Context: an optimization exercise on an open-source flow, tuned for small area, a short achievable clock period and few clock cycles per item. The choices shown serve that exercise and are no tape-out recipe.
Only simulation tests tie the RTL to the original design; equivalence was not proved.
Power is estimated from default activity; no workload was simulated.

==> design/flow/design.v <==
package cfct_pkg;
    localparam int PEERS_DEF = 16;
    localparam int VCS_DEF   = 4;
    localparam int KIND_W    = 3;
    localparam int PEER_W    = 4;
    localparam int VC_W      = 2;
    localparam int CNT_W     = 16;
    localparam int NVC_W     = 3;
    localparam int CFG_IDX_W = 3;
    localparam int IN_DATA_W  = 40;
    localparam int IN_USER_W  = KIND_W;
    localparam int OUT_DATA_W = 72;
    localparam logic [KIND_W-1:0] KIND_ADD_PEER     = 3'd0;
    localparam logic [KIND_W-1:0] KIND_CONSUME      = 3'd1;
    localparam logic [KIND_W-1:0] KIND_CHECK        = 3'd2;
    localparam logic [KIND_W-1:0] KIND_ADD_CREDITS  = 3'd3;
    localparam logic [KIND_W-1:0] KIND_RECEIVE      = 3'd4;
    localparam logic [KIND_W-1:0] KIND_CREDIT_RET   = 3'd5;
    localparam logic [CFG_IDX_W-1:0] CFG_LINK_ENABLE  = 3'd0;
    localparam logic [CFG_IDX_W-1:0] CFG_DYNAMIC_MODE = 3'd1;
    localparam logic [CFG_IDX_W-1:0] CFG_BASE_CREDIT  = 3'd2;
    localparam logic [CFG_IDX_W-1:0] CFG_BYTES_PER_CR = 3'd3;
    localparam logic [CFG_IDX_W-1:0] CFG_BATCH_SIZE   = 3'd4;
    localparam logic [CFG_IDX_W-1:0] CFG_INIT_CREDITS = 3'd5;
    localparam logic [CFG_IDX_W-1:0] CFG_NUM_VCS      = 3'd6;
    localparam logic [CNT_W-1:0] RST_BASE_CREDIT  = 16'd1;
    localparam logic [CNT_W-1:0] RST_BYTES_PER_CR = 16'd256;
    localparam logic [CNT_W-1:0] RST_BATCH_SIZE   = 16'd1;
    localparam logic [CNT_W-1:0] RST_INIT_CREDITS = 16'd20;
    localparam logic [NVC_W-1:0] RST_NUM_VCS      = 3'd4;
    localparam int DIV_STEPS = CNT_W;
    localparam int DIV_CNT_W = $clog2(DIV_STEPS);
    localparam int OUT_OK_LSB     = 0;
    localparam int OUT_NEED_LSB   = 1;
    localparam int OUT_TX_LSB     = 17;
    localparam int OUT_PEND_LSB   = 33;
    localparam int OUT_SEND_LSB   = 49;
    localparam int OUT_SENT_LSB   = 50;
    function automatic logic [CNT_W-1:0] sat_add(input logic [CNT_W-1:0] a,
                                                 input logic [CNT_W-1:0] b);
        logic [CNT_W:0] s;
        s = {1'b0, a} + {1'b0, b};
        sat_add = s[CNT_W] ? {CNT_W{1'b1}} : s[CNT_W-1:0];
    endfunction
endpackage
module cfct_sub #(
    parameter int W = 4
) (
    input  logic [W-1:0] a,
    input  logic [W-1:0] b,
    output logic [W-1:0] diff,
    output logic         bout
);
    logic [W-1:0] gg;
    logic [W-1:0] bin;
    always_comb
    begin
        logic [W-1:0] g;
        logic [W-1:0] p;
        logic [W-1:0] gn;
        logic [W-1:0] pn;
        g = ~a & b;
        p = ~(a ^ b);
        for (int s = 1; s < W; s = s * 2)
        begin
            gn = g;
            pn = p;
            for (int j = s; j < W; j++)
            begin
                gn[j] = g[j] | (p[j] & g[j-s]);
                pn[j] = p[j] & p[j-s];
            end
            g = gn;
            p = pn;
        end
        gg = g;
    end
    if (W == 1)
        assign bin = 1'b0;
    else
        assign bin = {gg[W-2:0], 1'b0};
    assign diff = a ^ b ^ bin;
    assign bout = gg[W-1];
endmodule
module cfct_add #(
    parameter int W = 4
) (
    input  logic [W-1:0] a,
    input  logic [W-1:0] b,
    input  logic         cin,
    output logic [W-1:0] sum,
    output logic         cout
);
    logic [W-1:0] gg;
    logic [W-1:0] cy;
    always_comb
    begin
        logic [W-1:0] g;
        logic [W-1:0] p;
        logic [W-1:0] gn;
        logic [W-1:0] pn;
        g = a & b;
        p = a ^ b;
        g[0] = g[0] | (p[0] & cin);
        for (int s = 1; s < W; s = s * 2)
        begin
            gn = g;
            pn = p;
            for (int j = s; j < W; j++)
            begin
                gn[j] = g[j] | (p[j] & g[j-s]);
                pn[j] = p[j] & p[j-s];
            end
            g = gn;
            p = pn;
        end
        gg = g;
    end
    assign cy   = {gg[W-2:0], cin};
    assign sum  = a ^ b ^ cy;
    assign cout = gg[W-1];
endmodule
module cfct_ceil_div #(
    parameter int                 SB_W       = 1
) (
    input  logic                      clk,
    input  logic                      rst_n,
    input  logic                      en,
    input  logic                      in_valid,
    input  logic                      in_kill,
    input  logic [cfct_pkg::CNT_W-1:0] in_dividend,
    input  logic [SB_W-1:0]           in_sb,
    input  logic [cfct_pkg::CNT_W-1:0] divisor,
    input  logic [cfct_pkg::CNT_W+1:0] divisor3,
    output logic                      out_valid,
    output logic                      out_kill,
    output logic [cfct_pkg::CNT_W-1:0] out_rem,
    output logic [cfct_pkg::CNT_W-1:0] out_quo,
    output logic [SB_W-1:0]           out_sb,
    output logic [SB_W-1:0]           pre_sb
);
    localparam int N    = cfct_pkg::CNT_W;
    localparam int ROWS = N / 2;
    logic [N-1:0]    rem  [ROWS+1];
    logic [N-1:0]    dq   [ROWS+1];
    logic            vld  [ROWS+1];
    logic            kil  [ROWS+1];
    logic [SB_W-1:0] sb   [ROWS+1];
    logic [N:0]     hzd_src;             
    logic [N+2:0]   hz3_src;             
    logic [N-1:0]   dcp   [ROWS];
    logic [N+1:0]   d3cp  [ROWS];
    logic           ok1cp [ROWS];
    logic           ok2cp [ROWS];
    logic           ok3cp [ROWS];
    always_comb
    begin
        hzd_src[N]   = 1'b1;
        hz3_src[N+2] = 1'b1;
        for (int j = N + 1; j >= 0; j--)
            hz3_src[j] = hz3_src[j+1] & ~divisor3[j];
        for (int j = N - 1; j >= 0; j--)
            hzd_src[j] = hzd_src[j+1] & ~divisor[j];
    end
    assign dcp[0]   = divisor;
    assign d3cp[0]  = divisor3;
    assign ok1cp[0] = hzd_src[2];
    assign ok2cp[0] = hzd_src[1];
    assign ok3cp[0] = hzd_src[1];         
    assign d3cp[1]  = divisor3;
    assign ok3cp[1] = hz3_src[4];
    for (genvar k = 1; k < ROWS; k++)
    begin : g_cp
        localparam int WK = 2 * k + 2;
        if (k % 2 == 1)
        begin : g_d
            localparam int WD = (k + 1 < ROWS) ? WK + 2 : WK;
            logic [WD-1:0] d_q;
            always_ff @(posedge clk)
                d_q <= divisor[WD-1:0];
            assign dcp[k] = N'(d_q);
        end
        else
        begin : g_d
            assign dcp[k] = dcp[k-1];
        end
        if (k >= 2 && k % 2 == 0)
        begin : g_d3
            localparam int WD = (k + 1 < ROWS) ? WK + 2 : WK;
            logic [WD-1:0] d3_q;
            always_ff @(posedge clk)
                d3_q <= divisor3[WD-1:0];
            assign d3cp[k] = (N+2)'(d3_q);
        end
        else if (k >= 3)
        begin : g_d3
            assign d3cp[k] = d3cp[k-1];
        end
        begin : g_ok
            logic ok1_q;
            logic ok2_q;
            always_ff @(posedge clk)
            begin
                ok1_q <= hzd_src[WK];
                ok2_q <= hzd_src[WK-1];
            end
            assign ok1cp[k] = ok1_q;
            assign ok2cp[k] = ok2_q;
        end
        if (k >= 2)
        begin : g_ok3
            logic ok3_q;
            always_ff @(posedge clk)
                ok3_q <= hz3_src[WK];
            assign ok3cp[k] = ok3_q;
        end
    end
    assign rem[0] = '0;
    assign dq[0]  = in_dividend;
    assign vld[0] = in_valid;
    assign kil[0] = in_kill;
    assign sb[0]  = in_sb;
    for (genvar k = 0; k < ROWS; k++)
    begin : g_row
        localparam int W = 2 * k + 2;
        logic [W-1:0] rs;
        logic [W-1:0] m1;
        logic [W-1:0] m2;
        logic [W-1:0] m3;
        logic [W-1:0] s1;
        logic [W-1:0] s2;
        logic [W-1:0] s3;
        logic         b1;
        logic         b2;
        logic         b3;
        logic         f1;
        logic         f2;
        logic         f3;
        logic [W-1:0] nr;
        logic [N-1:0] rem_n;
        logic [N-1:0] dq_n;
        if (k == 0)
            assign rs = dq[k][N-1:N-2];
        else
            assign rs = {rem[k][W-3:0], dq[k][N-1:N-2]};
        assign m1 = dcp[k][W-1:0];
        assign m2 = {dcp[k][W-2:0], 1'b0};
        if (k == 0)
            assign m3 = {divisor[1] ^ divisor[0], divisor[0]};
        else
            assign m3 = d3cp[k][W-1:0];
        cfct_sub #(.W(W)) u_s1 (.a(rs), .b(m1), .diff(s1), .bout(b1));
        cfct_sub #(.W(W)) u_s2 (.a(rs), .b(m2), .diff(s2), .bout(b2));
        cfct_sub #(.W(W)) u_s3 (.a(rs), .b(m3), .diff(s3), .bout(b3));
        assign f1 = ~kil[k] & ok1cp[k] & ~b1;
        assign f2 = ~kil[k] & ok2cp[k] & ~b2;
        assign f3 = ~kil[k] & ok3cp[k] & ~b3;
        assign nr = f2 ? (f3 ? s3 : s2) : (f1 ? s1 : rs);
        if (W == N)
            assign rem_n = nr;
        else
            assign rem_n = {{(N-W){1'b0}}, nr};
        assign dq_n = {dq[k][N-3:0], f2, f3 | (f1 & ~f2)};
        begin : g_reg
            logic [N-1:0]    rem_q;
            logic [N-1:0]    dq_q;
            logic            vld_q;
            logic            kil_q;
            logic [SB_W-1:0] sb_q;
            always_ff @(posedge clk or negedge rst_n)
            begin
                if (!rst_n)
                    vld_q <= 1'b0;
                else if (en)
                    vld_q <= vld[k];
            end
            always_ff @(posedge clk)
            begin
                if (en)
                begin
                    rem_q <= rem_n;
                    dq_q  <= dq_n;
                    kil_q <= kil[k];
                    sb_q  <= sb[k];
                end
            end
            assign rem[k+1] = rem_q;
            assign dq[k+1]  = dq_q;
            assign vld[k+1] = vld_q;
            assign kil[k+1] = kil_q;
            assign sb[k+1]  = sb_q;
        end
    end
    assign out_valid = vld[ROWS];
    assign out_kill  = kil[ROWS];
    assign out_rem   = rem[ROWS];
    assign out_quo   = dq[ROWS];
    assign out_sb    = sb[ROWS];
    assign pre_sb    = sb[ROWS-1];
endmodule
module credit_flow_control_table #(
    parameter int          PEERS      = cfct_pkg::PEERS_DEF,
    parameter int          VCS        = cfct_pkg::VCS_DEF
) (
    input  logic                              clk,
    input  logic                              rst_n,
    input  logic                              s_axis_tvalid,
    output logic                              s_axis_tready,
    input  logic [cfct_pkg::IN_DATA_W-1:0]    s_axis_tdata,
    input  logic [cfct_pkg::IN_USER_W-1:0]    s_axis_tuser,
    output logic                              m_axis_tvalid,
    input  logic                              m_axis_tready,
    output logic [cfct_pkg::OUT_DATA_W-1:0]   m_axis_tdata,
    input  logic                              cfg_valid,
    output logic                              cfg_ready,
    input  logic [cfct_pkg::CFG_IDX_W-1:0]    cfg_index,
    input  logic [cfct_pkg::CNT_W-1:0]        cfg_data
);
    localparam int N       = cfct_pkg::CNT_W;
    localparam int ENTRIES = 64;
    localparam int ENTRY_W = 2 * N + 1;
    localparam int SB_W    = cfct_pkg::KIND_W + cfct_pkg::PEER_W + cfct_pkg::VC_W;
    logic         link_enable_reg;
    logic         dynamic_mode_reg;
    logic [N-1:0] base_credit_reg;
    logic [N-1:0] divisor_reg;           
    logic [N+1:0] divisor3_reg;          
    logic [N-1:0] batch_size_reg;
    logic [N-1:0] initial_credits_reg;
    logic [2:0]   num_vcs_reg;
    assign cfg_ready = 1'b1;
    always_ff @(posedge clk or negedge rst_n)
    begin
        if (!rst_n)
        begin
            link_enable_reg     <= 1'b0;
            dynamic_mode_reg    <= 1'b1;
            base_credit_reg     <= cfct_pkg::RST_BASE_CREDIT;
            divisor_reg         <= cfct_pkg::RST_BYTES_PER_CR;
            batch_size_reg      <= cfct_pkg::RST_BATCH_SIZE;
            initial_credits_reg <= cfct_pkg::RST_INIT_CREDITS;
            num_vcs_reg         <= cfct_pkg::RST_NUM_VCS;
        end
        else if (cfg_valid)
        begin
            case (cfg_index)
                cfct_pkg::CFG_LINK_ENABLE:  link_enable_reg     <= cfg_data[0];
                cfct_pkg::CFG_DYNAMIC_MODE: dynamic_mode_reg    <= cfg_data[0];
                cfct_pkg::CFG_BASE_CREDIT:  base_credit_reg     <= cfg_data;
                cfct_pkg::CFG_BYTES_PER_CR: divisor_reg         <= (cfg_data == '0) ? N'(1) : cfg_data;
                cfct_pkg::CFG_BATCH_SIZE:   batch_size_reg      <= cfg_data;
                cfct_pkg::CFG_INIT_CREDITS: initial_credits_reg <= cfg_data;
                cfct_pkg::CFG_NUM_VCS:      num_vcs_reg         <= cfg_data[2:0];
                default: ;
            endcase
        end
    end
    always_ff @(posedge clk)
    begin
        divisor3_reg <= {2'b00, divisor_reg} + {1'b0, divisor_reg, 1'b0};
    end
    logic out_valid_reg;
    logic adv;
    assign adv = !out_valid_reg || m_axis_tready;
    logic         clear_reg;
    logic         ready_reg;
    logic         sk_valid;
    logic [2:0]   sk_kind;
    logic [5:0]   sk_pv;
    logic [N-1:0] sk_val;
    logic         in_fire;
    logic         in_pkt;
    logic [N-1:0] in_val;
    assign s_axis_tready = ready_reg;
    assign in_fire = s_axis_tvalid && ready_reg;
    assign in_pkt  = (s_axis_tuser == cfct_pkg::KIND_CONSUME) || (s_axis_tuser == cfct_pkg::KIND_CHECK) ||
                     (s_axis_tuser == cfct_pkg::KIND_RECEIVE);
    assign in_val  = in_pkt ? s_axis_tdata[21:6] : s_axis_tdata[37:22];
    always_ff @(posedge clk or negedge rst_n)
    begin
        if (!rst_n)
        begin
            clear_reg <= 1'b1;
            ready_reg <= 1'b0;
            sk_valid  <= 1'b0;
        end
        else
        begin
            clear_reg <= 1'b0;
            if (adv)
            begin
                sk_valid  <= 1'b0;
                ready_reg <= 1'b1;
            end
            else if (in_fire)
            begin
                sk_valid  <= 1'b1;
                ready_reg <= 1'b0;
            end
        end
    end
    always_ff @(posedge clk)
    begin
        if (!sk_valid)
        begin
            sk_kind <= s_axis_tuser;
            sk_pv   <= s_axis_tdata[5:0];
            sk_val  <= in_val;
        end
    end
    logic         d_in_valid;
    logic [2:0]   d_in_kind;
    logic [5:0]   d_in_pv;
    logic [N-1:0] d_in_val;
    logic         d_in_kill;
    assign d_in_valid = sk_valid || in_fire;
    assign d_in_kind  = sk_valid ? sk_kind : s_axis_tuser;
    assign d_in_pv    = sk_valid ? sk_pv   : s_axis_tdata[5:0];
    assign d_in_val   = sk_valid ? sk_val  : in_val;
    assign d_in_kill  = !((d_in_kind == cfct_pkg::KIND_CONSUME) || (d_in_kind == cfct_pkg::KIND_CHECK) ||
                          (d_in_kind == cfct_pkg::KIND_RECEIVE));
    logic            r_valid;
    logic            r_kill;
    logic [N-1:0]    r_rem;
    logic [N-1:0]    r_quo;
    logic [SB_W-1:0] r_sb;
    logic [SB_W-1:0] p_sb;
    cfct_ceil_div #(
        .SB_W       (SB_W)
    ) u_div (
        .clk         (clk),
        .rst_n       (rst_n),
        .en          (adv),
        .in_valid    (d_in_valid),
        .in_kill     (d_in_kill),
        .in_dividend (d_in_val),
        .in_sb       ({d_in_kind, d_in_pv}),
        .divisor     (divisor_reg),
        .divisor3    (divisor3_reg),
        .out_valid   (r_valid),
        .out_kill    (r_kill),
        .out_rem     (r_rem),
        .out_quo     (r_quo),
        .out_sb      (r_sb),
        .pre_sb      (p_sb)
    );
    logic [15:0] r_peer_oh;
    logic [3:0]  r_vc_oh;
    always_ff @(posedge clk)
    begin
        if (adv)
        begin
            r_peer_oh <= 16'b1 << p_sb[3:0];
            r_vc_oh   <= 4'b1 << p_sb[5:4];
        end
    end
    logic [2:0]   r_kind;
    logic [3:0]   r_peer;
    logic [1:0]   r_vc;
    logic         r_rem_nz;
    logic [N-1:0] r_qc;
    logic [N-1:0] r_need;
    logic [N-1:0] r_q_m_base;
    logic         r_q_lt_base;
    logic         r_qc_ge;
    logic [N-1:0] r_opnd;
    logic         r_sub;
    logic [2:0]   r_lim;
    logic [3:0]   r_lanes;
    logic [3:0]   r_wmask;
    assign {r_kind, r_vc, r_peer} = r_sb;
    assign r_rem_nz = (r_rem != '0);
    assign r_qc     = r_quo + N'(r_rem_nz);
    cfct_sub #(.W(N)) u_cmp_base (
        .a    (r_quo),
        .b    (base_credit_reg),
        .diff (r_q_m_base),
        .bout (r_q_lt_base)
    );
    assign r_qc_ge  = !r_q_lt_base || (r_rem_nz && (&r_q_m_base));
    assign r_need   = (dynamic_mode_reg && r_qc_ge) ? r_qc : base_credit_reg;
    always_comb
    begin
        if (!r_kill)
            r_opnd = r_need;
        else if ((r_kind == cfct_pkg::KIND_ADD_PEER) && !r_rem_nz)
            r_opnd = initial_credits_reg;
        else
            r_opnd = r_rem;
    end
    assign r_sub   = (r_kind == cfct_pkg::KIND_CONSUME) || (r_kind == cfct_pkg::KIND_CHECK);
    assign r_lim   = (num_vcs_reg > 3'd4) ? 3'd4 : num_vcs_reg;
    assign r_lanes = {r_lim > 3'd3, r_lim > 3'd2, r_lim > 3'd1, r_lim > 3'd0};
    assign r_wmask = !r_valid ? 4'b0000 :
                     (r_kind == cfct_pkg::KIND_ADD_PEER) ? r_lanes : (4'b0001 << r_vc);
    logic [ENTRY_W-1:0] mem [ENTRIES];
    logic [ENTRY_W-1:0] w_data;
    logic [3:0]         w_peer;
    logic [3:0]         w_mask;
    logic [ENTRY_W-1:0] mem_rd;
    logic [ENTRY_W-1:0] r_ent;
    always_comb
    begin
        mem_rd = '0;
        for (int e = 0; e < ENTRIES; e++)
            mem_rd = mem_rd | ({ENTRY_W{r_peer_oh[e / 4] & r_vc_oh[e % 4]}} & mem[e]);
    end
    assign r_ent  = ((w_peer == r_peer) && w_mask[r_vc]) ? w_data : mem_rd;
    for (genvar e = 0; e < ENTRIES; e++)
    begin : g_ent
        logic we;
        assign we = clear_reg || ((w_peer == 4'(e / 4)) && w_mask[e % 4]);
        always_ff @(posedge clk)
        begin
            if (we)
                mem[e] <= clear_reg ? '0 : w_data;
        end
    end
    logic               x_valid;
    logic [3:0]         x_wmask;
    logic               x_hit;
    logic [3:0]         x_peer;
    logic [ENTRY_W-1:0] x_rd;
    logic [N-1:0]       x_opnd;          
    logic               x_sub;
    logic               x_pkt;
    logic               x_ap;
    logic               x_ap_lane;
    logic               x_con;
    logic               x_chk;
    logic               x_ac;
    logic               x_amt_nz;
    logic               x_rcv;
    logic               x_ret;
    always_ff @(posedge clk or negedge rst_n)
    begin
        if (!rst_n)
        begin
            x_valid <= 1'b0;
            x_wmask <= '0;
        end
        else if (adv)
        begin
            x_valid <= r_valid;
            x_wmask <= r_wmask;
        end
    end
    always_ff @(posedge clk)
    begin
        if (adv)
        begin
            x_hit     <= (x_peer == r_peer) && x_wmask[r_vc];
            x_peer    <= r_peer;
            x_rd      <= r_ent;
            x_opnd    <= r_sub ? ~r_opnd : r_opnd;
            x_sub     <= r_sub;
            x_pkt     <= !r_kill;
            x_ap      <= (r_kind == cfct_pkg::KIND_ADD_PEER);
            x_ap_lane <= r_lanes[r_vc];
            x_con     <= (r_kind == cfct_pkg::KIND_CONSUME);
            x_chk     <= (r_kind == cfct_pkg::KIND_CHECK);
            x_ac      <= (r_kind == cfct_pkg::KIND_ADD_CREDITS);
            x_amt_nz  <= r_rem_nz;
            x_rcv     <= (r_kind == cfct_pkg::KIND_RECEIVE) && link_enable_reg;
            x_ret     <= (r_kind == cfct_pkg::KIND_CREDIT_RET) && link_enable_reg;
        end
    end
    logic [ENTRY_W-1:0] e_cur;
    logic               e_live;
    logic [N-1:0]       e_tx;
    logic [N-1:0]       e_pend;
    logic [N:0]         add_tx;
    logic [N:0]         add_pend;
    logic               grant;
    logic               ret_go;
    logic [N-1:0]       n_tx;
    logic [N-1:0]       n_pend;
    logic               n_live;
    logic               o_ok;
    assign e_cur = x_hit ? w_data : x_rd;
    assign {e_live, e_tx, e_pend} = e_cur;
    logic               pend_lt_batch;
    logic [N-1:0]       pend_m_batch;
    cfct_add #(.W(N)) u_add_tx (
        .a    (e_tx),
        .b    (x_opnd),
        .cin  (x_sub),
        .sum  (add_tx[N-1:0]),
        .cout (add_tx[N])
    );
    cfct_add #(.W(N)) u_add_pend (
        .a    (e_pend),
        .b    (x_opnd),
        .cin  (1'b0),
        .sum  (add_pend[N-1:0]),
        .cout (add_pend[N])
    );
    cfct_sub #(.W(N)) u_cmp_batch (
        .a    (e_pend),
        .b    (batch_size_reg),
        .diff (pend_m_batch),
        .bout (pend_lt_batch)
    );
    assign grant    = e_live && add_tx[N];
    assign ret_go   = x_ret && !pend_lt_batch;
    assign o_ok     = (x_con || x_chk) && grant;
    always_comb
    begin
        if (x_ap)
            n_tx = x_opnd;
        else if (x_con && grant)
            n_tx = add_tx[N-1:0];
        else if (x_ac)
            n_tx = add_tx[N] ? {N{1'b1}} : add_tx[N-1:0];
        else
            n_tx = e_tx;
    end
    always_comb
    begin
        if (x_ap || ret_go)
            n_pend = '0;
        else if (x_rcv)
            n_pend = add_pend[N] ? {N{1'b1}} : add_pend[N-1:0];
        else
            n_pend = e_pend;
    end
    assign n_live = e_live || x_ap || (x_ac && x_amt_nz);
    logic [cfct_pkg::OUT_DATA_W-1:0] out_data_reg;
    always_ff @(posedge clk or negedge rst_n)
    begin
        if (!rst_n)
        begin
            w_mask        <= '0;
            out_valid_reg <= 1'b0;
        end
        else if (adv)
        begin
            w_mask        <= x_wmask;
            out_valid_reg <= x_valid;
        end
    end
    always_ff @(posedge clk)
    begin
        if (adv)
        begin
            w_peer       <= x_peer;
            w_data       <= {n_live, n_tx, n_pend};
            out_data_reg <= {{(cfct_pkg::OUT_DATA_W - cfct_pkg::OUT_SENT_LSB - N){1'b0}},
                             ret_go ? e_pend : N'(0), ret_go,
                             (x_ap && !x_ap_lane) ? e_pend : n_pend,
                             (x_ap && !x_ap_lane) ? e_tx : n_tx,
                             !x_pkt ? N'(0) : x_sub ? ~x_opnd : x_opnd, o_ok};
        end
    end
    assign m_axis_tvalid = out_valid_reg;
    assign m_axis_tdata  = out_data_reg;
endmodule
==> design/flow/run.sh <==
#!/bin/bash
# synth_recipe.tcl (not shown) runs the flow's synth.tcl, then flattens the netlist and writes it again
# the make line also repeats each setting of config.mk as NAME=value (left out here)
make -C /OpenROAD-flow-scripts/flow DESIGN_CONFIG=/design/flow/config.mk WORK_HOME=/design/flow/orfs CLKGATE_MAP_FILE= SYNTH_SCRIPT=/design/flow/synth_recipe.tcl finish
==> design/flow/config.mk <==
export PLATFORM = sky130hd
export DESIGN_NAME = credit_flow_control_table
export DESIGN_NICKNAME = credit_flow_control_table
export VERILOG_FILES = /design/flow/design.v
export SDC_FILE = /design/flow/constraint.sdc
export NUM_CORES = 4
export LEC_CHECK = 0
export ABC_CLOCK_PERIOD_IN_PS = 3000
export CAP_MARGIN = 20
export CORE_MARGIN = 2
export CORE_UTILIZATION = 50
export CTS_CLUSTER_DIAMETER = 80
export CTS_CLUSTER_SIZE = 24
export SETUP_SLACK_MARGIN = 4.9
export SLEW_MARGIN = 20
==> design/flow/constraint.sdc <==
create_clock -name core_clock -period 8.5 [get_ports {clk}]
set_input_delay 1.7000 -clock core_clock [delete_from_list [all_inputs] [get_ports {clk}]]
set_output_delay 1.7000 -clock core_clock [all_outputs]
set_load 0.01 [all_outputs]
==> results of run 1 <==
per-layer routing:
metal / vias to the layer above / share of wire (%) / global-route usage (%)
li1: 29323 / - / -
met1: 37772 / 35 / 48.9
met2: 6171 / 43 / 54.9
met3: 1346 / 14 / 9.87
met4: 10 / 7.7 / 22.4
met5: - / 0.015 / 0.336
through the flow:
stage	instance area, um^2	cells	total power, mW	hold slack, ns
2_1_floorplan	113000	7235	30.9	0.331
3_3_place_gp	118000	10199	37.6	0.340
3_5_place_dp	119000	10215	38.0	0.343
4_1_cts	125000	10489	46.8	0.352
5_1_grt	126000	10561	50.0	0.367
6_report	126000	10575	48.4	0.362
worst max-delay path, stage by stage (launching register included):
cell and delay [ns]:
edfxtp_1 0.42, buf_6 0.14, buf_6 0.12, buf_12 0.13
mux2_4 0.31, inv_2 0.06, fa_2 0.20, inv_2 0.04
fa_2 0.39, a211oi_4 0.24, o21ai_2 0.11, nand3_2 0.12
a31oi_4 0.12, o21ai_4 0.24, nor2_4 0.08, a21oi_4 0.32
buf_12 0.16, nand2_8 0.11, o22ai_2 0.20, a21oi_1 0.05
cell families after synthesis:
kind of cell	share of synthesized area [%]
adders and majority gates	3.68
xor gates and xnor gates	1.71
DFF	72.5
and+or+nand+nor	5.23
AOI/OAI and AO/OA	12.7
buffers and inverters	2.19
other	0.00668
muxes	1.94
Yosys cell counts, types with 10 or more instances:
library cell / count
and2_1: 89
a22oi_1: 370
a211o_1: 17
a21o_1: 135
dfxtp_1: 93
o311ai_0: 11
o31ai_1: 10
o21a_1: 29
dfrtp_1: 82
o22ai_1: 11
xnor2_1: 153
nor2b_1: 51
xor2_1: 66
o221a_2: 14
o21ai_0: 215
a221oi_1: 352
or4_1: 36
edfxtp_1: 2579
a21boi_0: 13
o211ai_1: 38
ha_1: 286
inv_1: 275
buf_1: 37
nor4_1: 48
nor2_1: 272
nand2b_1: 32
nand4_1: 131
a21oi_1: 239
or3_1: 16
clkbuf_1: 323
fa_1: 28
a211oi_1: 20
a31oi_1: 18
nand3_1: 129
nand2_1: 229
a22o_1: 349
nor3_1: 79
mux2i_1: 107
mux2_2: 93
and3_1: 11
o21bai_1: 19
path summary, 6_finish.rpt:
path                       cells past startpoint  slack (ns)                    endpoint       startpoint
setup / recovery                              19        4.64            m_axis_tdata[29]            x_hit
hold / removal                                 0        0.36  u_div.g_cp[2].g_d3.d3_q[3]  divisor3_reg[3]
setup reg to reg                              19        4.64            m_axis_tdata[29]            x_hit
hold reg to reg                                0        0.36  u_div.g_cp[2].g_d3.d3_q[3]  divisor3_reg[3]
max in group asynchronous                      2        6.33                    sk_valid            rst_n
min in group asynchronous                      1        0.84           batch_size_reg[5]            rst_n
power breakdown:
group / switching (mW) / internal (mW) / leakage [nW]
Sequential: 1.77 / 19.5 / 28.1
Combinational: 12.3 / 6.92 / 15.4
Clock: 4.52 / 3.30 / 2.09
area by class of cell:
type                    instances  area [um^2]
repair buffers                486         5060
well taps                    2992         3740
clock inverters                40          594
flip-flops and latches       2762        81600
diodes                         15         37.5
fillers                     17583        97800
inverters                     278         1070
multi-input cells            3836        30700
clock buffers                 166         3720
layout by cell type (no fill, tap or decap), drive strengths merged, types with 16 or more instances in the layout:
master	n
a211o	17
a211oi	20
a21o	135
a21oi	241
a221oi	352
a22o	349
a22oi	370
a31oi	18
and2	89
buf	352
clkbuf	168
clkdlybuf4s50	129
clkinv	18
dfrtp	82
dfxtp	93
edfxtp	2579
fa	28
ha	286
inv	294
mux2	95
mux2i	107
nand2	230
nand2b	32
nand3	130
nand4	131
nor2	272
nor2b	51
nor3	79
nor4	48
o211ai	38
o21a	29
o21ai	223
o21bai	19
or3	16
or4	36
xnor2	153
xor2	66
what timing repair did:
item,CTS,global route
buffers inserted,59,41
gates cloned,9,6
gates resized for setup,219,225
endpoints found under the setup margin,212,159
pin swaps,49,71
==> run_results.csv, run 1 <==
group,metric,value,unit
power,static-leakage-power,45.5,nW
sta,finalCritPeriodShare,45.4,%
grt,grt_max_degree,139,
sta,setup-violations-final,0,
synthesis,syn-instance-count,7229,
route,vias_per_cell,7.06,
sta,timing_max_transition_violations_final,0,
synthesis,synth-warning-count,22,
setup_path,crit_path_max_fanout,7,
grt,first_global_vias,68467,
setup_path,criticalPathCategory,"reg2reg",
clock_network,cts_hold_buf,0,
grt,grt_pass1_wl,575,mm
layout,layout-drive-gt1-share,14.1,%
placed_design,place_hpwl,246,mm
sta,setup_repair_after_global_routing_missed_its_margin,"true",
sta,timing_worst_slew_pin_value,1.24,ns
route,totalWireLength,432,mm
setup_path,worstPathArrival,4.45,ns
run_status,result_of_the_run,"timing/DRC/antenna clean",
layout,largest_register,"mem",
die,die_y,478,um
placed_design,place_congestion,0.877,
placed_design,preCtsSetupSlack,3.46,ns
synthesis,synth_ff_type,"edfxtp_1",
worst_hold_path,holdCritPathClass,"reg2reg",
route,drc,0,
die,floorplan.initialDensity,50.1,%
die,fp.coreArea,224000,um^2
die,io_pins,142,
setup_path,crit_path_start_kind,"register",
sta,fmaxAchievable,259,MHz
route,postRouteAntennaNets,0,
synthesis,ys_ff_latch,2762,
route,via_count,74622,
synthesis,ys_top_cells_by_area,"edfxtp_1 69%, ha_1 3.2%, a221oi_1 2.7%",
route,dr.pass1.iters,8,
grt,grt_ovf,0,
clock_network,numCtsBuffers,142,
run,max-cap-violations,0,
synthesis,synth_cell_type_count,82,
placed_design,portBuffers,132,
clock_network,cts-htree-levels,4,
sta,relSlewSlack,17.2,%
setup_path,setup.worst_path.end_class,"register",
layout,flip_flop_count_of_the_largest_register_all_copies_and_words_added,2112,
sta,timing.setup.tns,0,ns
clock_network,clock_path_buffers,3,
synthesis,synth.top_cell.area_share,68.9,%
layout,syn_to_final_growth,12.5,%
sta,post-route-min-period,3.86,ns
clock_network,clock_transition_time_at_the_flip_flop_clock_pins_of_the_worst_setup_and_hold_paths,0.09,ns
sta,fin_skew,0.0459,ns
clock_network,clock_insertion_delay_worst_skew,0.89,ns
route,avgRoutedWirePerCell,40.9,um
synthesis,synthesis.area_per_instance,15.6,um^2
layout,design.final.nets,7887,
clock_network,clock_tree.root_cell,"clkbuf_16",
setup_path,crit_required,9.09,ns
die,number_of_standard_cell_rows_in_the_floorplan,174,
layout,final_util,56.4,%
grt,grtUsageTotal,37.0,%
die,fp.dieArea,229000,um^2
clock_network,cts.sinks,2762,
sta,post-route-worst-setup-slack,4.64,ns
route,detailedRoute.firstIterationViolations,13360,
clock_network,cts_tree,"yes",
power,cellPowerDensity,382,nW/um^2
synthesis,yosysTopAreaCell,"edfxtp_1",
power,irDropWorstVdd,373,uV
sta,hold_violations,0,
synthesis,netlist_area,112000,um^2
synthesis,synth-seq-area-share,72.5,%
synthesis,synth_async_sr_flop_share,3.26,%
layout,reg.largest.list,"mem: 2112 flops, u_div.g_row.g_reg.dq_q: 128 flops",
synthesis,synth_edf_count,2579,
die,die_x,478,um
grt,grt_antenna_before_repair,20,
Testbench counts, summed over its fixed seeds: cycles 8,320, requests 8,000.
==> run 2: changes to the inputs <==
--- a/design/flow/config.mk
+++ b/design/flow/config.mk
@@ -10,6 +10,6 @@
 export CORE_MARGIN = 2
-export CORE_UTILIZATION = 50
+export CORE_UTILIZATION = 45
 export CTS_CLUSTER_DIAMETER = 80
 export CTS_CLUSTER_SIZE = 24
-export SETUP_SLACK_MARGIN = 4.9
+export SETUP_SLACK_MARGIN = 4.4
 export SLEW_MARGIN = 20
==> run_results.csv, run 2 <==
group,metric,value,unit
synthesis,commonest_cells_post_synth,"2579 x edfxtp_1, 370 x a22oi_1, 352 x a221oi_1",
layout,largest_register,"mem",
synthesis,syn-instance-count,7229,
layout,final_util,50.0,%
sta,timing.setup.tns,0,ns
route,totalWireLength,421,mm
sta,post-route-worst-setup-slack,4.32,ns
setup_path,crit_required,9.03,ns
die,die_x,504,um
synthesis,synth-seq-area-share,72.5,%
placed_design,place_congestion,0.879,
die,fp.dieArea,254000,um^2
synthesis,synthesis.area_per_instance,15.6,um^2
synthesis,yosysTopAreaCell,"edfxtp_1",
sta,fmaxAchievable,239,MHz
layout,mostFrequentLayoutCells,"2579 x edfxtp_1, 370 x a22oi_1, 352 x a221oi_1",
layout,layout-drive-gt1-share,10.8,%
grt,grt_antenna_before_repair,8,
layout,leading_cell_type_in_the_layout_fill_and_taps_excluded,"edfxtp_1",
setup_path,setup.worst_path.end_class,"register",
setup_path,crit_path_max_fanout,40,
layout,flip_flop_count_of_the_largest_register_all_copies_and_words_added,2112,
setup_path,critical_path.top_delay_family,"simple AND/OR/NAND/NOR gates",
synthesis,synth_cell_type_count,82,
sta,finalCritPeriodShare,49.2,%
synthesis,synth_ff_type,"edfxtp_1",
route,via_count,73454,
layout,register_area,81600,um^2
grt,grt_max_degree,145,
synthesis,synth_edf_count,2579,
layout,filler_cell_count,20878,
grt,grt_ovf,0,
power,irDropWorstVdd,247,uV
route,drc,0,
grt,grt_pass1_wl,563,mm
setup_path,timing.critical_path.slowest_cell_delay,0.87,ns
run,max-cap-violations,0,
route,vias_per_cell,6.80,
clock_network,cts_tree,"yes",
sta,timing_max_transition_violations_final,0,
sta,timing_worst_slew_pin_value,1.32,ns
setup_path,crit_path_start_kind,"register",
placed_design,portBuffers,132,
clock_network,cts.sinks,2762,
setup_path,crit_slowest_cell,"dfrtp_1",
clock_network,clock_transition_time_at_the_flip_flop_clock_pins_of_the_worst_setup_and_hold_paths,0.10,ns
clock_network,clock_insertion_delay_worst_skew,0.86,ns
route,dr.pass1.iters,8,
layout,reg.largest.list,"mem: 2112 flops, u_div.g_row.g_reg.dq_q: 128 flops",
layout,multi_input_area,29300,um^2
synthesis,ys_ff_latch,2762,
route,detailedRoute.firstIterationViolations,13431,
clock_network,clock_tree.root_cell,"clkbuf_16",
setup_path,startpoint,"w_mask[2]",
die,floorplan.initialDensity,45.2,%
worst_hold_path,holdCritPathClass,"reg2reg",
synthesis,synth.most_common_cell,"edfxtp_1",
sta,fin_skew,0.0532,ns
placed_design,preCtsSetupSlack,3.52,ns
synthesis,netlist_area,112000,um^2
sta,setup_repair_after_global_routing_missed_its_margin,"false",
route,postRouteAntennaNets,0,
sta,hold_slack_final,0.347,ns
die,number_of_standard_cell_rows_in_the_floorplan,183,
synthesis,synth-warning-count,22,
sta,relSlewSlack,12.3,%
clock_network,clock_path_buffers,3,
die,fp.coreArea,249000,um^2
sta,hold_violations,0,
setup_path,path_cells,"mux4_2, and4_4, buf_4, nor4_2, a21oi_1",
setup_path,critical_path.reg2reg.startpoint,"w_mask[2]",
sta,post-route-min-period,4.18,ns
run_status,result_of_the_run,"timing/DRC/antenna clean",
layout,syn_to_final_growth,10.5,%
die,die_y,504,um
clock_network,cts-htree-levels,4,
grt,first_global_vias,67836,
setup_path,criticalPathCategory,"reg2reg",
power,cellPowerDensity,374,nW/um^2
clock_network,cts_hold_buf,0,
worst_hold_path,hold_start,"divisor3_reg[14]",
route,avgRoutedWirePerCell,39.0,um
setup_path,worstPathArrival,4.71,ns
power,static-leakage-power,44.7,nW
setup_path,timing.critical_path.buf_inv,1,
placed_design,place_hpwl,231,mm
synthesis,synth_async_sr_flop_share,3.26,%
synthesis,ys_top_cells_by_area,"edfxtp_1 69%, ha_1 3.2%, a221oi_1 2.7%",
synthesis,synth.top_cell.area_share,68.9,%
clock_network,numCtsBuffers,144,
layout,design.final.nets,7790,
grt,grtUsageTotal,32.2,%
sta,setup-violations-final,0,
die,io_pins,142,
[run 2: repair_timing]
action	4_1_cts	5_1_grt
pin swaps	5	5
gates resized for setup	25	39
buffers inserted	10	5
endpoints found under the setup margin	106	131
gates cloned	2	3
[run 2: worst paths after layout]
| check | slack, ns | end | depth (start not counted) |
|---|---|---|---|
| worst max-delay path | 4.32 | x_rd[28] | 5 |
| max in group asynchronous | 6.52 | base_credit_reg[2] | 2 |
| min in group asynchronous | 0.76 | base_credit_reg[13] | 1 |
| worst max register to register | 4.32 | x_rd[28] | 5 |
| worst min register to register | 0.35 | u_div.g_cp[6].g_d3.d3_q[14] | 0 |
| worst min-delay path | 0.35 | u_div.g_cp[6].g_d3.d3_q[14] | 0 |
[run 2: logic make-up after synthesis]
logic type	synth area share, %
and+or+nand+nor	5.23
other	0.00668
muxes	1.94
adders and majority gates	3.68
DFF	72.5
AOI/OAI and AO/OA	12.7
buffers and inverters	2.19
xor gates and xnor gates	1.71
[run 2: report_power, final]
part           switching (mW)  leakage, nW  internal (mW)
Sequential               1.71         28.1           19.5
Combinational            11.4         14.5           6.00
Clock                    4.51         2.08           3.30
Total                    17.6         44.7           28.8
[run 2: routing by layer]
layer / vias to the layer above / track usage, % / wire (um)
met2: 5771 / 48.0 / 183000
met3: 1334 / 8.82 / 59600
met5: - / 0 / 92
met4: 14 / 18.1 / 29000
li1: 29096 / - / -
met1: 37239 / 42.6 / 149000
[run 2: final cells by class]
cell class	count	share of cell area [%]
Inverter	278	0.855
Tap cell	3330	3.35
Clock inverter	39	0.422
Sequential cell	2762	65.6
Clock buffer	165	3.03
Antenna cell	10	0.0201
Multi-Input combinational cell	3831	23.6
Timing Repair Buffer	392	3.11
[run 2: stage by stage]
step                      power, mW  instance area [um^2]  instances
after global routing           48.1                124000      10799
after detailed placement       37.8                119000      10548
after floorplan                30.8                112000       7235
after global placement         37.4                119000      10541
final                          46.4                124000      10807
after CTS                      45.5                123000      10764
[run 2: worst register-to-register path, cell delays in order (launching register included)]
cell and delay (ns):
dfrtp_1 0.87, mux4_2 0.39, and4_4 0.67, buf_4 0.86, nor4_2 0.31, a21oi_1 0.76
==> run 3: changes to the inputs <==
--- a/design/flow/design.v
+++ b/design/flow/design.v
@@ -326,2 +326,3 @@
     logic [N-1:0] divisor_reg;           
+    logic [N-1:0] base_m1_reg;           
     logic [N+1:0] divisor3_reg;          
@@ -359,2 +360,6 @@
     begin
+        base_m1_reg <= (base_credit_reg == '0) ? '0 : base_credit_reg - 1'b1;
+    end
+    always_ff @(posedge clk)
+    begin
         divisor3_reg <= {2'b00, divisor_reg} + {1'b0, divisor_reg, 1'b0};
@@ -463,2 +468,4 @@
     logic [N-1:0] r_q_m_base;
+    logic [N-1:0] r_q_m_base_m1;
+    logic         r_q_lt_base_m1;
     logic         r_q_lt_base;
@@ -479,3 +486,9 @@
     );
-    assign r_qc_ge  = !r_q_lt_base || (r_rem_nz && (&r_q_m_base));
+    cfct_sub #(.W(N)) u_cmp_base_m1 (
+        .a    (r_quo),
+        .b    (base_m1_reg),
+        .diff (r_q_m_base_m1),
+        .bout (r_q_lt_base_m1)
+    );
+    assign r_qc_ge  = r_rem_nz ? !r_q_lt_base_m1 : !r_q_lt_base;
     assign r_need   = (dynamic_mode_reg && r_qc_ge) ? r_qc : base_credit_reg;
--- a/design/flow/config.mk
+++ b/design/flow/config.mk
@@ -10,6 +10,6 @@
 export CORE_MARGIN = 2
-export CORE_UTILIZATION = 45
+export CORE_UTILIZATION = 50
 export CTS_CLUSTER_DIAMETER = 80
 export CTS_CLUSTER_SIZE = 24
-export SETUP_SLACK_MARGIN = 4.4
+export SETUP_SLACK_MARGIN = 5.0
 export SLEW_MARGIN = 20
==> run_results.csv, run 3 <==
group,metric,value,unit
placed_design,portBuffers,132,
power,sequentialPowerShare,43.6,%
setup_path,r2r_end,"m_axis_tdata[26]",
synthesis,synth.top_cell.area_share,67.9,%
synthesis,synth_edf_count,2579,
synthesis,synthesis.area_per_instance,15.5,um^2
clock_network,clock_insertion_delay_worst_skew,0.89,ns
die,die_y,482,um
power,logic_gate_share_of_total_power,40.3,%
sta,relSlewSlack,12.7,%
placed_design,preCtsSetupSlack,3.53,ns
setup_path,setup.worst_path.end_class,"register",
setup_path,timing.critical_path.slowest_cell_delay,0.49,ns
route,dr.pass1.iters,8,
synthesis,synth_cell_type_count,97,
power,power.switching_fraction,38.9,%
sta,fin_skew,0.0399,ns
setup_path,path_cells,"buf_12, mux2i_4, fa_2, inv_2, fa_2, a211o_4, a2111oi_4, nor3_4, nor3_4, o41ai_4, buf_4, a21o_4, o221ai_4, o21ai_1",
route,via_count,76744,
sta,timing_worst_slew_pin_value,1.31,ns
grt,met1_usage,52.0,%
power,clkPwrFrac,16.1,%
power,overall_power_consumption,49.6,mW
sta,setup-violations-final,0,
placed_design,place_hpwl,246,mm
clock_network,cts.sinks,2778,
die,die_x,482,um
synthesis,ys_ff_latch,2778,
die,fp.coreArea,227000,um^2
power,static-leakage-power,46.8,nW
sta,finalCritPeriodShare,45.8,%
sta,fmaxAchievable,257,MHz
setup_path,r2r_worst_path_depth,14,
synthesis,yosysTopAreaCell,"edfxtp_1",
setup_path,crit_slowest_cell,"a2111oi_4",
clock_network,cts-htree-levels,4,
setup_path,crit_end,"m_axis_tdata[26]",
layout,multi_input_area,31900,um^2
synthesis,ys_top_cells_by_area,"edfxtp_1 68%, ha_1 3.3%, a221oi_1 2.7%",
layout,reg.largest.list,"mem: 2112 flops, u_div.g_row.g_reg.dq_q: 128 flops",
layout,leading_cell_type_in_the_layout_fill_and_taps_excluded,"edfxtp_1",
setup_path,worstPathArrival,4.49,ns
run,max-cap-violations,0,
grt,grt_use_met3,9.83,%
power,power.net_switching,19.3,mW
grt,grtUsageTotal,37.4,%
route,postRouteAntennaNets,0,
power,irDropWorstVdd,223,uV
grt,grt_pass1_wl,586,mm
power,cellInternalPower,30.3,mW
grt,first_global_vias,69608,
synthesis,synth.most_common_cell,"edfxtp_1",
sta,post-route-min-period,3.90,ns
layout,design.final.nets,8097,
clock_network,clock_tree.root_cell,"clkbuf_16",
power,cellPowerDensity,385,nW/um^2
grt,grt_ovf,0,
clock_network,numCtsBuffers,148,
layout,filler_cell_count,17699,
sta,hold_violations,0,
setup_path,r2r_setup_slack,4.60,ns
route,vias_per_cell,7.11,
setup_path,startpoint,"x_hit",
sta,post-route-worst-setup-slack,4.60,ns
die,floorplan.initialDensity,50.3,%
worst_hold_path,holdCritPathClass,"reg2reg",
grt,grt_antenna_before_repair,18,
layout,register_area,81900,um^2
synthesis,synth-warning-count,22,
route,detailedRoute.firstIterationViolations,14431,
die,fp.dieArea,232000,um^2
die,number_of_standard_cell_rows_in_the_floorplan,175,
clock_network,cts_tree,"yes",
grt,gr-usage-met2,54.3,%
synthesis,synth_ff_type,"edfxtp_1",
layout,syn_to_final_growth,13.0,%
synthesis,synth-seq-area-share,71.8,%
synthesis,syn-instance-count,7370,
sta,setup_repair_after_global_routing_missed_its_margin,"true",
layout,largest_register,"mem",
layout,mostFrequentLayoutCells,"2579 x edfxtp_1, 362 x a22oi_1, 349 x a22o_1",
placed_design,place_congestion,0.902,
grt,grt_max_degree,212,
sta,timing.setup.tns,0,ns
die,io_pins,142,
layout,flip_flop_count_of_the_largest_register_all_copies_and_words_added,2112,
setup_path,crit_path_max_fanout,7,
clock_network,clock_transition_time_at_the_flip_flop_clock_pins_of_the_worst_setup_and_hold_paths,0.09,ns
clock_network,clock_path_buffers,3,
setup_path,crit_required,9.09,ns
setup_path,criticalPathCategory,"reg2reg",
route,avgRoutedWirePerCell,41.0,um
layout,layout-drive-gt1-share,14.5,%
grt,busiest_layer,"met2",
sta,timing_max_transition_violations_final,0,
route,totalWireLength,443,mm
clock_network,cts_hold_buf,0,
synthesis,commonest_cells_post_synth,"2579 x edfxtp_1, 363 x a22oi_1, 350 x a221oi_1",
setup_path,crit_path_start_kind,"register",
synthesis,netlist_area,114000,um^2
setup_path,critical_path.reg2reg.startpoint,"x_hit",
synthesis,synth_async_sr_flop_share,3.24,%
run_status,result_of_the_run,"timing/DRC/antenna clean",
sta,hold_slack_final,0.361,ns
route,drc,0,
## run 3: cell count changes in the layout (fill, tap and decap cells not counted), sizes merged, moves of 18 or more
cell / before / now
a21oi: 239 / 215
buf: 260 / 409
clkdlybuf4s50: 131 / 83
dlygate4sd2: 0 / 44
mux2i: 107 / 162
nand3: 129 / 156
nor2: 272 / 308
nor3: 79 / 115
o21ai: 223 / 164
o31ai: 11 / 29
xnor2: 153 / 122
xor2: 66 / 105
## run 3: layer usage
layer	up-vias	routed length [um]
met3	1276	66900
met2	6406	188000
met5	-	93
met4	16	27500
li1	30011	-
met1	39035	160000
## run 3: cells by family (layout without fill, tap and decap cells)
group,Yosys count,in the layout,share of synthesized area [%]
AO/OA/AOI/OAI,1865,1869,12.4
XOR/XNOR,227,227,1.74
adder cells (fa/ha/maj),328,328,3.77
buffers and inverters,627,1012,2.12
flip-flops,2778,2778,71.8
multiplexers,251,251,2.33
other,2,30,0.00658
AND/OR/NAND/NOR,1292,1292,5.82
## run 3: power groups by stage
stage	logic [mW]	clock network (mW)	registers [mW]
6_report	20.0	7.98	21.6
5_1_grt	20.9	8.43	21.9
4_1_cts	18.1	7.96	21.6
3_5_place_dp	17.1	0	21.9
3_3_place_gp	16.8	0	21.8
2_1_floorplan	10.5	0	21.0
## run 3: metrics by stage
| step | utilization (%) | std cells | cell area [um^2] |
|---|---|---|---|
| 3_5_place_dp | 53.0 | 10378 | 120000 |
| 2_1_floorplan | - | 7376 | 114000 |
| 3_3_place_gp | 52.9 | 10366 | 120000 |
| 5_1_grt | 56.8 | 10775 | 129000 |
| 4_1_cts | 55.7 | 10669 | 126000 |
| 6_report | 56.8 | 10796 | 129000 |
## run 3: final cells by class
cell class	count	share of cell area, %
sequential	2778	63.5
clock inverter	51	0.524
antenna	22	0.0427
tap	3009	2.92
clock buffer	162	2.92
inverter	254	0.761
multi-input combinational	3975	24.7
timing repair buffer	545	4.59
## run 3: worst max-delay path: cells and delay by family, from the launching register on
family | cells | cell delay [ns]
simple gates | 2 | 0.27
fa+ha+maj | 2 | 0.63
mux | 1 | 0.25
compound gates | 6 | 1.58
buf+inv | 3 | 0.40
flops | 1 | 0.47
## run 3: worst min-delay path by stage
stage	to	startpoint	cells past startpoint	slack (ns)
floorplan	u_div.g_cp[6].g_d3.d3_q[11]	divisor3_reg[11]	0	0.33
global placement	u_div.g_cp[6].g_d3.d3_q[10]	divisor3_reg[10]	0	0.34
detailed placement	u_div.g_cp[6].g_d3.d3_q[10]	divisor3_reg[10]	0	0.35
CTS	u_div.g_cp[6].g_d3.d3_q[9]	divisor3_reg[9]	0	0.36
global route	u_div.g_cp[2].g_d3.d3_q[4]	divisor3_reg[4]	0	0.37
finish	u_div.g_cp[6].g_d3.d3_q[10]	divisor3_reg[10]	0	0.36
## run 3: timing repair
| action | 4_1_cts | 5_1_grt |
|---|---|---|
| gates cloned | 7 | 4 |
| gates resized for setup | 282 | 252 |
| buffers inserted | 71 | 74 |
| endpoints found under the setup margin | 250 | 226 |
| pin swaps | 41 | 76 |
| endpoints found under the hold margin | 0 | 0 |
Testbench counts of run 3, summed over its fixed seeds: cycles 8,320, requests 8,000.
==> run 4: changes to the inputs <==
--- a/design/flow/config.mk
+++ b/design/flow/config.mk
@@ -7,2 +7,3 @@
 export LEC_CHECK = 0
+export ABC_AREA = 1
 export ABC_CLOCK_PERIOD_IN_PS = 3000
==> run_results.csv, run 4 <==
group,metric,value,unit
run_status,result_of_the_run,"timing/DRC/antenna clean",
placed_design,place_congestion,0.910,
die,io_pins,142,
setup_path,r2r_setup_slack,4.89,ns
worst_hold_path,holdCritPathClass,"reg2reg",
synthesis,synth_cell_type_count,75,
synthesis,ys_top_cells_by_area,"edfxtp_1 66%, a22o_1 5.7%, nand2_1 5.6%",
power,sequentialPowerShare,44.3,%
layout,syn_to_final_growth,9.99,%
synthesis,commonest_cells_post_synth,"2579 x edfxtp_1, 1752 x nand2_1, 789 x inv_1",
setup_path,r2r_worst_path_depth,11,
setup_path,crit_required,9.08,ns
die,floorplan.initialDensity,50.3,%
placed_design,place_hpwl,263,mm
clock_network,cts_tree,"yes",
power,static-leakage-power,50.0,nW
synthesis,synth.most_common_cell,"edfxtp_1",
die,number_of_standard_cell_rows_in_the_floorplan,178,
synthesis,syn-instance-count,9382,
sta,hold_slack_final,0.358,ns
setup_path,crit_path_max_fanout,16,
run,max-cap-violations,0,
die,die_x,490,um
route,detailedRoute.firstIterationViolations,14034,
sta,fmaxAchievable,277,MHz
sta,relSlewSlack,14.0,%
grt,grt_antenna_before_repair,24,
setup_path,startpoint,"r_vc_oh[1]",
setup_path,timing.critical_path.slowest_cell_delay,0.49,ns
sta,setup-violations-final,0,
synthesis,synth.top_cell.area_share,65.6,%
setup_path,r2r_end,"x_rd[8]",
setup_path,critical_path.reg2reg.startpoint,"r_vc_oh[1]",
synthesis,yosysTopAreaCell,"edfxtp_1",
route,totalWireLength,444,mm
setup_path,setup.worst_path.end_class,"register",
synthesis,synth_edf_count,2579,
synthesis,synth_ff_type,"edfxtp_1",
die,fp.coreArea,235000,um^2
sta,setup_repair_after_global_routing_missed_its_margin,"false",
synthesis,synth_fa_ha_area_share,3.65,%
sta,finalCritPeriodShare,42.5,%
power,logic_gate_share_of_total_power,39.6,%
power,cellInternalPower,28.5,mW
layout,mostFrequentLayoutCells,"2579 x edfxtp_1, 1749 x nand2_1, 770 x a22o_1",
setup_path,timing.critical_path.buf_inv,3,
layout,flip_flop_count_of_the_largest_register_all_copies_and_words_added,2112,
route,drc,0,
grt,grt_ovf,0,
synthesis,synthesis.area_per_instance,12.6,um^2
setup_path,critical_path.top_delay_family,"simple AND/OR/NAND/NOR gates",
sta,post-route-min-period,3.61,ns
clock_network,numCtsBuffers,142,
power,power.switching_fraction,40.8,%
clock_network,clock_transition_time_at_the_flip_flop_clock_pins_of_the_worst_setup_and_hold_paths,0.09,ns
route,avgRoutedWirePerCell,34.6,um
sta,timing_max_transition_violations_final,0,
route,dr.pass1.iters,8,
layout,design.final.nets,10019,
grt,grt_pass1_wl,601,mm
layout,largest_register,"mem",
setup_path,number_of_stages_on_the_worst_setup_path,11,
synthesis,synth-seq-area-share,69.3,%
clock_network,cts-htree-levels,4,
synthesis,synth_mux_area_share,0,%
synthesis,synth-warning-count,22,
clock_network,clock_path_buffers,3,
sta,timing_worst_slew_pin_value,1.29,ns
clock_network,cts.sinks,2778,
die,die_y,490,um
synthesis,synth_async_sr_flop_share,3.24,%
setup_path,crit_slowest_cell,"buf_4",
clock_network,clock_insertion_delay_worst_skew,0.89,ns
setup_path,crit_end,"x_rd[8]",
route,via_count,81857,
grt,grt_max_degree,171,
power,irDropWorstVdd,218,uV
placed_design,portBuffers,132,
synthesis,synth-compound-area-share,9.90,%
route,vias_per_cell,6.37,
grt,first_global_vias,74635,
sta,timing.setup.tns,0,ns
synthesis,ys_ff_latch,2778,
synthesis,xor_xnor_share_of_the_synthesized_area,1.23,%
setup_path,path_cells,"buf_4, nand2_1, clkinv_2, buf_4, a22o_1, nor2_1, nand4_1, nor2_2, nand3_1, nor2_1, a21oi_1",
synthesis,combinational_family_with_the_most_area_after_synthesis,"simple AND/OR/NAND/NOR gates",
setup_path,worstPathArrival,4.20,ns
sta,hold_violations,0,
grt,grtUsageTotal,36.2,%
layout,reg.largest.list,"mem: 2112 flops, u_div.g_row.g_reg.dq_q: 128 flops",
power,clkPwrFrac,16.1,%
setup_path,crit_path_start_kind,"register",
clock_network,clock_tree.root_cell,"clkbuf_16",
die,fp.dieArea,240000,um^2
power,power.net_switching,19.7,mW
sta,fin_skew,0.0498,ns
synthesis,synth-simple-area-share,11.9,%
layout,layout-drive-gt1-share,8.04,%
setup_path,criticalPathCategory,"reg2reg",
layout,leading_cell_type_in_the_layout_fill_and_taps_excluded,"edfxtp_1",
synthesis,netlist_area,118000,um^2
power,cellPowerDensity,371,nW/um^2
route,postRouteAntennaNets,0,
[run 4: changes by cell type after synthesis, moves of 148 or more]
cell / before / now
nand4_1: 125 / 273
clkbuf_1: 307 / 83
a221oi_1: 350 / 8
nor2_1: 308 / 722
a22o_1: 349 / 770
o21ai_0: 150 / 326
nand2_1: 214 / 1752
mux2i_1: 161 / 0
a22oi_1: 363 / 2
inv_1: 252 / 789
nand3_1: 156 / 383
[run 4: how the worst min path moves through the flow]
stage                           startpoint                     endpoint  slack [ns]  depth (start not counted)
final                     divisor3_reg[14]  u_div.g_cp[6].g_d3.d3_q[14]        0.36                          0
after global routing      divisor3_reg[14]  u_div.g_cp[6].g_d3.d3_q[14]        0.37                          0
after CTS                  divisor3_reg[5]   u_div.g_cp[2].g_d3.d3_q[5]        0.36                          0
after detailed placement  divisor3_reg[11]  u_div.g_cp[6].g_d3.d3_q[11]        0.34                          0
after global placement    divisor3_reg[14]  u_div.g_cp[6].g_d3.d3_q[14]        0.34                          0
after floorplan            divisor3_reg[6]   u_div.g_cp[2].g_d3.d3_q[6]        0.33                          0
[run 4: routing by layer]
layer,up-vias,GRT usage [%],part of all wire [%]
met5,-,0,0.055
met4,20,18.7,6.3
met3,1172,9.28,13
met2,5756,52.6,42
met1,40583,50.5,38
li1,34326,-,-
[run 4: layout make-up]
cell class / count / area [um^2]
flip-flops and latches: 2778 / 81900
well taps: 3150 / 3940
inverters: 839 / 3320
fillers: 19301 / 105000
diodes: 14 / 35.0
clock buffers: 164 / 3720
multi-input cells: 5463 / 32800
repair buffers: 400 / 3730
clock inverters: 40 / 502
[run 4: logic make-up after synthesis]
group           Yosys count
xor+xnor                166
compound gates         1652
buf+inv                1150
other cells               2
fa+ha+maj               328
flops                  2778
simple gates           3306
[run 4: power groups by stage]
stage / clock, mW / combinational [mW] / sequential [mW]
floorplan: 0 / 11.0 / 21.0
global placement: 0 / 18.0 / 21.6
CTS: 7.75 / 18.4 / 21.3
global route: 8.20 / 20.4 / 21.6
detailed placement: 0 / 18.2 / 21.7
finish: 7.75 / 19.1 / 21.4
[run 4: timing repair]
item / in CTS / in global routing
hold buffers: 0 / 0
resized for setup: 114 / 47
buffers inserted: 17 / 11
gates cloned: 1 / 3
pin swaps: 1 / 6
setup endpoints to repair: 219 / 286
[run 4: through the flow]
step	cell area (um^2)	utilization [%]	power [mW]	std cells	setup WS, ns
detailed placement	125000	53.2	39.9	12591	3.39
CTS	129000	55.1	47.5	12813	5.00
floorplan	118000	-	32.0	9388	4.92
global route	130000	55.3	50.2	12835	4.97
finish	130000	55.3	48.2	12848	4.89
global placement	125000	53.0	39.5	12577	3.43
==> run 5: changes to the inputs <==
--- a/design/flow/config.mk
+++ b/design/flow/config.mk
@@ -11,3 +11,3 @@
 export CORE_MARGIN = 2
-export CORE_UTILIZATION = 50
+export CORE_UTILIZATION = 56
 export CTS_CLUSTER_DIAMETER = 80
==> run_results.csv, run 5 <==
group,metric,value,unit
route,avgRoutedWirePerCell,34.9,um
sta,hold_violations,0,
route,detailedRoute.firstIterationViolations,14224,
synthesis,synth.most_common_cell,"edfxtp_1",
placed_design,portBuffers,132,
sta,relSlewSlack,12.6,%
synthesis,synth_async_sr_flop_share,3.24,%
clock_network,numCtsBuffers,146,
sta,timing.setup.tns,0,ns
synthesis,synth-seq-area-share,69.3,%
clock_network,clock_path_buffers,3,
grt,grtUsageTotal,40.0,%
power,irDropWorstVdd,282,uV
sta,setup_repair_after_global_routing_missed_its_margin,"true",
layout,filler_cell_count,16209,
die,fp.coreArea,210000,um^2
sta,fin_skew,0.0474,ns
die,floorplan.initialDensity,56.4,%
route,postRouteAntennaNets,0,
synthesis,netlist_area,118000,um^2
grt,grt_ovf,0,
synthesis,synth_ff_type,"edfxtp_1",
clock_network,cts_tree,"yes",
setup_path,criticalPathCategory,"reg2reg",
clock_network,clock_tree.root_cell,"clkbuf_16",
synthesis,synth_edf_count,2579,
clock_network,clock_insertion_delay_worst_skew,0.88,ns
layout,syn_to_final_growth,9.89,%
sta,finalCritPeriodShare,41.7,%
worst_hold_path,worstHoldPathCells,0,
setup_path,r2r_setup_slack,4.95,ns
synthesis,ys_top_cells_by_area,"edfxtp_1 66%, a22o_1 5.7%, nand2_1 5.6%",
placed_design,preCtsSetupSlack,3.35,ns
setup_path,number_of_stages_on_the_worst_setup_path,8,
layout,design.final.nets,10035,
sta,timing_worst_slew_pin_value,1.31,ns
route,drc,0,
die,number_of_standard_cell_rows_in_the_floorplan,168,
power,cellPowerDensity,373,nW/um^2
grt,grt_max_degree,137,
die,io_pins,142,
worst_hold_path,holdCritPathClass,"reg2reg",
layout,mostFrequentLayoutCells,"2579 x edfxtp_1, 1744 x nand2_1, 770 x a22o_1",
synthesis,ys_ff_latch,2778,
layout,largest_register,"mem",
setup_path,crit_required,9.08,ns
sta,post-route-worst-setup-slack,4.95,ns
clock_network,clock_transition_time_at_the_flip_flop_clock_pins_of_the_worst_setup_and_hold_paths,0.09,ns
layout,leading_cell_type_in_the_layout_fill_and_taps_excluded,"edfxtp_1",
grt,grt_pass1_wl,591,mm
route,totalWireLength,436,mm
clock_network,cts.sinks,2778,
layout,layout-drive-gt1-share,8.47,%
layout,reg.largest.list,"mem: 2112 flops, u_div.g_row.g_reg.dq_q: 128 flops",
synthesis,commonest_cells_post_synth,"2579 x edfxtp_1, 1752 x nand2_1, 789 x inv_1",
setup_path,crit_path_start_kind,"register",
layout,multi_input_area,32900,um^2
setup_path,worstPathArrival,4.13,ns
synthesis,synth-warning-count,22,
setup_path,timing.critical_path.slowest_cell_delay,0.64,ns
synthesis,synth.top_cell.area_share,65.6,%
power,overall_power_consumption,48.4,mW
placed_design,place_congestion,0.937,
setup_path,path_cells,"inv_1, buf_4, o2111ai_1, nand3_2, buf_6, nand4_1, nor2_1, a21oi_1",
clock_network,cts-htree-levels,4,
setup_path,crit_path_max_fanout,23,
synthesis,synth_cell_type_count,75,
sta,setup-violations-final,0,
run,max-cap-violations,0,
placed_design,place_hpwl,251,mm
setup_path,critical_path.top_delay_family,"simple AND/OR/NAND/NOR gates",
sta,timing_max_transition_violations_final,0,
route,via_count,82092,
sta,post-route-min-period,3.55,ns
sta,fmaxAchievable,282,MHz
route,vias_per_cell,6.56,
die,die_x,463,um
synthesis,yosysTopAreaCell,"edfxtp_1",
layout,register_area,81900,um^2
route,dr.pass1.iters,6,
run_status,result_of_the_run,"timing/DRC/antenna clean",
grt,first_global_vias,74260,
die,fp.dieArea,215000,um^2
clock_network,cts_hold_buf,0,
power,static-leakage-power,50.0,nW
synthesis,synthesis.area_per_instance,12.6,um^2
setup_path,timing.critical_path.buf_inv,3,
layout,flip_flop_count_of_the_largest_register_all_copies_and_words_added,2112,
synthesis,syn-instance-count,9382,
setup_path,crit_slowest_cell,"nor2_1",
setup_path,r2r_worst_path_depth,8,
die,die_y,463,um
setup_path,setup.worst_path.end_class,"register",
grt,grt_antenna_before_repair,24,
## run 5: changes by cell type in the layout (fill, tap and decap cells not counted), moves of 6 or more
cell	delta
clkdlybuf4s50_1	+33
dlygate4sd2_1	-27
inv_2	+13
buf_4	+11
clkinv_2	-10
clkbuf_16	+9
dlymetal6s2s_1	-8
diode_2	-7
inv_1	-7
clkinv_4	-6
o21ai_1	-6
## run 5: path summary, 6_finish.rpt
check | start | endpoint
max | w_mask[1] | x_rd[19]
min | divisor3_reg[15] | u_div.g_cp[6].g_d3.d3_q[15]
max reg2reg | w_mask[1] | x_rd[19]
min reg2reg | divisor3_reg[15] | u_div.g_cp[6].g_d3.d3_q[15]
max in group asynchronous | rst_n | out_valid_reg
min in group asynchronous | rst_n | base_credit_reg[10]
## run 5: final cells by class
class / instances / area share, %
timing repair buffer: 410 / 2.93
sequential: 2778 / 63.1
timing repair inverter: 1 / 0.00675
multi-input combinational: 5464 / 25.3
tap: 2805 / 2.70
antenna: 7 / 0.0135
clock inverter: 33 / 0.333
inverter: 839 / 2.55
clock buffer: 173 / 3.03
## run 5: kinds of logic after synthesis
logic type	Yosys count	share of synthesized area, %
compound gates	1652	9.90
other cells	2	0.00636
fa+ha+maj	328	3.65
flops	2778	69.3
xor+xnor	166	1.23
simple gates	3306	11.9
buf+inv	1150	3.98
## run 5: stage by stage
stage                     instance area [um^2]  cells  util (%)  hold slack, ns
after floorplan                         118000   9388         -           0.331
after global placement                  124000  12218      59.2           0.336
after detailed placement                124000  12232      59.3           0.339
after CTS                               129000  12455      61.6           0.356
after global routing                    130000  12504      61.9           0.359
final                                   130000  12510      61.9           0.355
## run 5: what timing repair did
action | 4_1_cts | 5_1_grt
setup endpoints to repair | 329 | 230
gates cloned | 3 | 4
pin swaps | 5 | 16
setup buffers | 14 | 39
gates resized for setup | 92 | 64
## run 5: metal layers
metal	part of all wire [%]	up-vias	GRT usage, %	wire, um
met2	42	6193	57.1	182000
met1	38	40354	56.9	164000
met4	6.1	19	19.3	26600
li1	-	34346	-	-
met3	15	1180	10.7	63800
met5	0.069	-	0.579	302
## run 5: power by group
part	internal [mW]	leakage, nW	switching [mW]
combinational	5.66	19.5	13.5
sequential	19.7	28.4	1.71
clock	3.40	2.12	4.46
total	28.7	50.0	19.7

-- port drivers added, routing unchanged --
How much do the figures lean on ideal ports? The routed layouts below were timed once more, with nothing changed but the port constraints.
Step 1: set_driving_cell puts a clkbuf_16 on clk and a buf_2 on each other input, an assumption about the parent block.
Step 2 moves the port delays by t, midway between the first and last clock arrival at a register: inputs arrive t later, outputs are due t later. That takes back most of the time a late clock gives input paths.
Slacks: ideal / step 1 / step 2; pairs: ideal / step 1.
run	t (ns)	setup slack, ns	worst register clock-pin slew, ns	worst data-port slew with drivers (ns)
run 1	0.954	4.638 / 4.638 / 4.173	0.11 / 0.11	0.04
run 2	0.926	4.317 / 4.317 / 3.663	0.10 / 0.10	0.04
run 3	0.949	4.604 / 4.604 / 4.341	0.10 / 0.10	0.04
run 4	0.957	4.887 / 4.887 / 4.225	0.10 / 0.10	0.04
run 5	0.960	4.953 / 4.950 / 4.139	0.10 / 0.10	0.04
After both steps every run listed still meets setup and hold. The setup slack of run 5, which loses most, moves by -0.003 ns with the drivers and by -0.814 ns with both steps.
